What follows belongs to an exercise in optimizing a design on an open flow for small area, a short achievable clock period and few clock cycles per item; a production flow would make more cautious choices. RTL that was checked went through simulation tests only; none was proved equivalent to the original.

==> flow/design.v (excerpt) <==
module lidar_flat_point_selector #(
	parameter int COORD_WIDTH = 24
) (
	input  logic                          clk,
	input  logic                          arst_n,
	input  logic                          cfg_we,
	input  logic                          cfg_index,
	input  logic [53:0]                   cfg_data,
	input  logic                          points_valid,
	output logic                          points_ready,
	input  logic signed [COORD_WIDTH-1:0] points_point_x,
	input  logic signed [COORD_WIDTH-1:0] points_point_y,
	input  logic signed [COORD_WIDTH-1:0] points_point_z,
	input  logic [15:0]                   points_intensity,
	input  logic                          points_point_valid,
	input  logic                          points_frame_start,
	output logic                          features_valid,
	input  logic                          features_ready,
	output logic signed [COORD_WIDTH-1:0] features_feature_x,
	output logic signed [COORD_WIDTH-1:0] features_feature_y,
	output logic signed [COORD_WIDTH-1:0] features_feature_z,
	output logic [15:0]                   features_feature_intensity,
	output logic [53:0]                   features_curvature
);
Size in the first run: ~4700 cells after synthesis, roughly 810 flip-flops, ~51000 um2 of cells after synthesis.
clock: 9.5 ns
lec_check: 0
cap_margin: 20
core_margin: 2
core_utilization: 40
slew_margin: 20
standard.sh (not shown) runs the stock make flow with config.mk's settings and CLKGATE_MAP_FILE= SYNTH_SCRIPT=/design/flow/synth_recipe.tcl, a recipe that flattens the netlist after the stock synthesis.
==> flow/flow/run.sh <==
#!/bin/bash
# Standard layout; timing repair aimed 6.0 ns below the clock period, and
# the port buffers are buf_1 cells (repair resizes those on critical paths).
set -euo pipefail
bash standard.sh SETUP_SLACK_MARGIN=6.0 "BUFFER_PORTS_ARGS=-buffer_cell sky130_fd_sc_hd__buf_1" finish > standard_flow.log 2>&1
The first run passed the timing, design-rule and antenna checks.
Testbench counts at the start, summed over its fixed seeds: cycles 32,009, items 32,000.
Then changed:
--- a/flow/design.v
+++ b/flow/design.v
@@ -61,15 +61,15 @@
 	logic [DW-1:0] a_q [0:2];           
 	logic [CW-1:0] w_q [0:2][1:4];
 	logic [15:0]   wi_q [1:4];
 	logic          kq_q;                
 	logic [2:0]    fill_q;
 	logic [7:0]    cnt_q;
 	logic [12:0]   s1_sq_q [0:2];       
-	logic [17:0]   s1_rng_q;            
+	logic [29:0]   s1_rng_q;            
 	logic          s1_small;
 	logic [PW-1:0] o_pt_q;     
 	logic [53:0]   o_curv_q;
 	logic          in_keep;
 	logic          accept;
 	logic          src_v;
 	logic [PW-1:0] src_pt;
@@ -184,27 +184,34 @@
 			wi_q[2] <= wi_q[3];
 			wi_q[3] <= wi_q[4];
 		end
 		if (proc)
 			wi_q[4] <= src_pt[3*CW +: 16];
 	end
 	logic [DW-1:0] d [0:2];
-	logic [5:0]    d_rng [0:2];
+	logic [9:0]    d_rng [0:2];
 	logic          d_sgn [0:2];
 	logic [12:0]   sq [0:2];        
 	generate
 		for (ga = 0; ga < 3; ga = ga + 1) begin : g_d
 			logic [DW-1:0] e3, e4, es, ec;
 			assign e3 = {{3{w_q[ga][3][CW-1]}}, w_q[ga][3]};
 			assign e4 = {{3{w_q[ga][4][CW-1]}}, w_q[ga][4]};
 			assign es = a_q[ga] ^ e3 ^ e4;
 			assign ec = {((a_q[ga] & e3) | (a_q[ga] & e4) | (e3 & e4)), 1'b0};
 			assign d[ga]       = es + ec;
-			assign d_rng[ga]   = {(d[ga][26:20] == '1), (d[ga][19:13] == '1), (d[ga][12:6] == '1),
-			                      (d[ga][26:20] == '0), (d[ga][19:13] == '0), (d[ga][12:6] == '0)};
+			logic [20:0] px, gx, zb, tb;
+			logic        cy;
+			assign px = es[26:6] ^ ec[26:6];
+			assign gx = es[26:6] & ec[26:6];
+			assign zb = {px[20:1] ^ ~(px[19:0] | gx[19:0]), ~px[0]};
+			assign tb = {px[20:2] ^ gx[19:1], px[1] ^ (px[0] | gx[0]), ~px[0]};
+			assign cy = ({1'b0, es[5:0]} + {1'b0, ec[5:0]}) >> 6;
+			assign d_rng[ga] = {cy, &tb[20:14], &tb[13:7], &tb[6:0], &zb[20:14], &zb[13:7], &zb[6:0],
+			                    &px[20:14], &px[13:7], &px[6:0]};
 			assign d_sgn[ga]   = d[ga][DW-1];
 			always_comb begin
 				case (d[ga][6:0])
 				7'd0: sq[ga] = 13'd0;
 				7'd1: sq[ga] = 13'd1;
 				7'd2: sq[ga] = 13'd4;
 				7'd3: sq[ga] = 13'd9;
@@ -362,15 +369,17 @@
 	end
 	logic [PW-1:0] centre;
 	assign centre = sh_q ? {wi_q[1], w_q[2][1], w_q[1][1], w_q[0][1]} :
 	                       {wi_q[2], w_q[2][2], w_q[1][2], w_q[0][2]};
 	generate
 		for (ga = 0; ga < 3; ga = ga + 1) begin : g_small
 			logic ok;
-			assign ok = (&s1_rng_q[6*ga +: 3]) || (&s1_rng_q[6*ga+3 +: 3]);
+			logic [9:0] q;
+			assign q  = s1_rng_q[10*ga +: 10];
+			assign ok = (&q[2:0]) || (!q[9] && (&q[5:3])) || (q[9] && (&q[8:6]));
 		end
 	endgenerate
 	assign s1_small = g_small[0].ok && g_small[1].ok && g_small[2].ok;
 	logic [13:0] curv_fast;
 	logic        flat_fast;
 	logic [13:0] cs_s, cs_c;
 	assign cs_s      = {1'b0, s1_sq_q[0] ^ s1_sq_q[1] ^ s1_sq_q[2]};
Setup slack is better by 0.35 ns.
First-iteration DRC count climbs by 1.6%.
Non-clock buffer count drops by 61.
Via count climbs by 4.6%.
Clock-buffer cell count is unchanged.
Cell count climbs by 4.4%.
Routed wire length climbs by 7.5%.
Core utilization drops by 1.5 points.
Die area climbs by 6.2%.
The RTL of the second run of this note was laid out without a check of its function.

afterwards: timing with drivers on the ports:
No port has a modelled driver above. Below, the same layouts with a new extraction and two added sets of constraints. Step 1 (the two cells are an assumption about what drives the block):
set clk [get_ports {clk}]
set_driving_cell -lib_cell sky130_fd_sc_hd__clkbuf_16 $clk
set_driving_cell -lib_cell sky130_fd_sc_hd__buf_2 [delete_from_list [all_inputs] $clk]
Step 2 also shifts input and output timing later by t, the mid clock arrival at the registers, as if the neighbouring blocks saw the same clock. a / b / c = no drivers / after step 1 / after step 2; a / b = the first two.
run	shift t [ns]	setup slack, ns	hold WS [ns]	clock arrival spread, ns	cell pins on the clock port's net
the first run	0.766	5.485 / 5.485 / 5.316	0.408 / 0.408 / 0.408	0.021 / 0.021	1
the second run	0.788	5.838 / 5.838 / 5.229	0.418 / 0.418 / 0.418	0.034 / 0.034	1
After both steps every run listed still meets setup and hold. For the second run, which loses most, drivers alone change the setup slack by 0.000 ns; drivers and shift together by -0.609 ns.
